What follows belongs to an exercise in optimizing a design on an open flow for small area and a short achievable clock period; a production flow would make more cautious choices. Only simulation tests tie the RTL to the original design; equivalence was not proved.

==> module alien_table, before the edit <==
module alien_table (
    input  logic                           clk_frame,
    input  logic                           rst,
    input  logic                           en,
    input  logic                           move,
    input  logic                           anim,
    input  logic                           die,
    input  logic                           swing,
    input  logic                           odd,
    input  logic                           spawn_object,
    input  logic [25-1:0]               spawn_data,
    input  logic [8-1:0]          hit_me,
    output logic [8*22-1:0]    slots,    
    output logic                           all_clear,
    output logic                           game_over,
    output logic [3:0]                     object_count
);
    logic [8-1:0] act, dying, free, spawn_sel;
    function automatic logic [8:0] theta_step(input logic [8:0] theta, input logic up,
                                              input logic s2);
        logic       wrap_up, wrap_dn;
        logic [8:0] k;
        wrap_up = up && (theta > 9'd358 || (s2 && theta == 9'd358));
        wrap_dn = !up && (theta == 9'd0 || (s2 && theta == 9'd1));
        k[8:2]  = !up ? 7'b1111111 : wrap_up ? 7'b0100110 : 7'b0000000;
        k[1]    = s2 || !up;
        k[0]    = !s2;
        if (wrap_dn)
            theta_step = {8'b10110011, theta[0] || !s2};
        else
            theta_step = theta + k;
    endfunction
    always_comb begin
        for (int i = 0; i < 8; i++) begin
            act[i]   = slots[i*22];
            dying[i] = !slots[i*22] && slots[i*22 + 2];
            free[i]  = !slots[i*22] && !slots[i*22 + 2];
        end
    end
    always_comb begin
        logic seen;
        seen = 1'b0;
        for (int i = 0; i < 8; i++) begin
            spawn_sel[i] = spawn_object && free[i] && !seen;
            seen         = seen || free[i];
        end
    end
    for (genvar i = 0; i < 8; i++) begin : g_slot
        logic [3:0] r, hp;
        logic [8:0] theta;
        logic [1:0] kind, frame;
        logic       a;
        logic [3:0] r_n, hp_n;
        logic [8:0] theta_n;
        logic [1:0] kind_n, frame_n;
        logic       a_n;
        logic       up;
        logic       s2;
        assign {r, theta, hp, kind, frame, a} = slots[i*22 +: 22];
        always_comb begin
            up = kind[1] ? !kind[0] : (kind[0] ^ !swing);
            s2 = kind[1] && odd;
        end
        always_comb begin
            r_n     = r;
            theta_n = theta;
            hp_n    = hp;
            kind_n  = kind;
            frame_n = frame;
            a_n     = a;
            if (spawn_sel[i]) begin
                r_n     = spawn_data[24:21];
                theta_n = spawn_data[20:12];
                hp_n    = spawn_data[11:8];
                kind_n  = spawn_data[5:4];
                frame_n = spawn_data[3:2];
                a_n     = 1'b1;
            end else if (a) begin
                if (move && r != 4'd0)
                    r_n = r - 4'd1;
                theta_n = theta_step(theta, up, s2);
                if (anim)
                    frame_n[0] = !frame[0];
                if (hit_me[i]) begin
                    hp_n = hp - 4'd1;
                    if (hp == 4'd1) begin
                        a_n     = 1'b0;
                        frame_n = 2'd2;
                    end
                end
            end else if (frame[1] && die) begin
                if (frame[0])
                    frame_n[1] = 1'b0;    
                else
                    frame_n[0] = 1'b1;
            end
        end
        always_ff @(posedge clk_frame or posedge rst) begin
            if (rst) begin
                slots[i*22]     <= 1'b0;
                slots[i*22 + 2] <= 1'b0;
            end else if (en) begin
                slots[i*22]     <= a_n;
                slots[i*22 + 2] <= frame_n[1];
            end
        end
        always_ff @(posedge clk_frame) begin
            if (en) begin
                slots[i*22 + 18 +: 4] <= r_n;
                slots[i*22 + 9 +: 9]  <= theta_n;
                slots[i*22 + 5 +: 4]  <= hp_n;
                slots[i*22 + 3 +: 2]  <= kind_n;
                slots[i*22 + 1]       <= frame_n[0];
            end
        end
    end
    logic [8-1:0] kill, stay_valid, stay_over;
    logic                  any_free, any_kill, spawn_ok;
    logic [3:0]            count_q;
    logic                  busy_q, over_q;    
    always_comb begin
        for (int i = 0; i < 8; i++) begin
            logic [3:0] r, hp;
            r  = slots[i*22 + 18 +: 4];
            hp = slots[i*22 + 5 +: 4];
            kill[i]       = act[i] && hit_me[i] && hp == 4'd1;
            stay_valid[i] = act[i] || (dying[i] && !(die && slots[i*22 + 1]));
            stay_over[i]  = act[i] && !kill[i] && (r == 4'd0 || (r == 4'd1 && move));
        end
        any_free = free != '0;
        any_kill = kill != '0;
        spawn_ok = spawn_object && any_free;
    end
    always_ff @(posedge clk_frame or posedge rst) begin
        if (rst) begin
            count_q <= '0;
            busy_q  <= 1'b0;
            over_q  <= 1'b0;
        end else if (en) begin
            if (spawn_ok)
                count_q <= any_kill ? count_q : count_q + 4'd1;
            else
                count_q <= any_kill ? count_q - 4'd1 : count_q;
            busy_q  <= spawn_ok || stay_valid != '0;
            over_q  <= (stay_over != '0) || (spawn_ok && spawn_data[24:21] == 4'd0);
        end
    end
    assign object_count = count_q;
    assign all_clear    = !busy_q;
    assign game_over    = over_q;
endmodule
==> flow/config.mk <==
export PLATFORM = sky130hd
export DESIGN_NAME = event_core
export DESIGN_NICKNAME = event_core
export VERILOG_FILES = /design/flow/design.v
export SDC_FILE = /design/flow/constraint.sdc
export NUM_CORES = 4
export LEC_CHECK = 0
export ABC_CLOCK_PERIOD_IN_PS = 16000
export CAP_MARGIN = 20
export CORE_MARGIN = 2
export CORE_UTILIZATION = 35
export PLACE_DENSITY = 0.45
export SLEW_MARGIN = 20
==> flow/constraint.sdc <==
create_clock -name core_clock -period 20.0 [get_ports {clk_frame}]
set_input_delay 4.0000 -clock core_clock [delete_from_list [all_inputs] [get_ports {clk_frame}]]
set_output_delay 4.0000 -clock core_clock [all_outputs]
set_load 0.01 [all_outputs]
standard.sh (not shown) runs the stock make flow with config.mk's settings and CLKGATE_MAP_FILE= SYNTH_SCRIPT=/design/flow/synth_recipe.tcl, a recipe that flattens the netlist after the stock synthesis.
==> flow/flow/run.sh <==
#!/bin/bash
# Standard ORFS layout (standard synthesis, floorplan, place, CTS, route, finish) with
#  - a tighter setup-repair target: repair_timing aims for SETUP_SLACK_MARGIN of slack at
#    the design's clock period, so the resizer also speeds up paths that meet 20 ns;
#  - every port still buffered, with a plain buffer cell instead of a delay cell.
# The clock, SDC and every other setting stay the standard flow's. Make's output goes to flow_make.log,
# each ORFS step's log to orfs/logs/.
set -euo pipefail
cd "$(dirname "$0")/.."
MARGIN=$(cat flow/margin.txt)
bash standard.sh SETUP_SLACK_MARGIN="$MARGIN" \
    "BUFFER_PORTS_ARGS=-buffer_cell sky130_fd_sc_hd__buf_2" finish > flow_make.log 2>&1
==> flow/flow/margin.txt <==
14.65
Edit:
--- a/flow/design.v
+++ b/flow/design.v
@@ -63,11 +63,25 @@
         end
     end
-    always_comb begin
+    logic [8-1:0] tgt_q, free_u, tgt_ns, tgt_s;
+    function automatic logic [8-1:0] lowest(input logic [8-1:0] x);
         logic seen;
         seen = 1'b0;
         for (int i = 0; i < 8; i++) begin
-            spawn_sel[i] = spawn_object && free[i] && !seen;
-            seen         = seen || free[i];
+            lowest[i] = x[i] && !seen;
+            seen      = seen || x[i];
         end
+    endfunction
+    always_comb begin
+        for (int i = 0; i < 8; i++)
+            free_u[i] = free[i] || (dying[i] && die && slots[i*22 + 1]);
+        tgt_ns    = lowest(free_u);
+        tgt_s     = lowest(free_u & ~tgt_q);
+        spawn_sel = spawn_object ? tgt_q : '0;
+    end
+    always_ff @(posedge clk_frame or posedge rst) begin
+        if (rst)
+            tgt_q <= 8'(1);    
+        else if (en)
+            tgt_q <= spawn_object ? tgt_s : tgt_ns;
     end
     for (genvar i = 0; i < 8; i++) begin : g_slot
@@ -153,5 +167,5 @@
             stay_over[i]  = act[i] && !kill[i] && (r == 4'd0 || (r == 4'd1 && move));
         end
-        any_free = free != '0;
+        any_free = tgt_q != '0;
         any_kill = kill != '0;
         spawn_ok = spawn_object && any_free;
=> The new run passed the timing, design-rule and antenna checks; design area decreases by 2.0%; final cell count decreases by 0.33%; worst hold slack is better by 0.012 ns; sequential cell count increases by 8; setup slack barely changes.

==> afterwards: timing with drivers on the ports <==
The results above use ideal ports. As a check the final layouts listed here were re-extracted and re-timed, cells and wires unchanged. Step 1 sets driving cells, clkbuf_16 on the clock port and buf_2 on the other inputs (assumed; they add their load-dependent delay and slew). Step 2 adds t to the input delays and takes it off the output delays; t is the mean of the earliest and latest rising clock arrival at the registers after step 1. Input paths then give back, and output paths get back, about the clock's delay inside the block. Slacks: ideal ports / drivers / drivers and shift; pairs: ideal ports / drivers.
| run | shift t [ns] | slack for setup (ns) | worst setup path at the end |
|---|---|---|---|
| the first run | 0.695 | 14.661 / 14.624 / 13.973 | input to register |
| the second run | 0.744 | 14.663 / 14.589 / 14.019 | input to register |
After both steps every run listed still meets setup and hold. The setup slack of the first run, which loses most, moves by -0.037 ns with the drivers and by -0.688 ns with both steps.
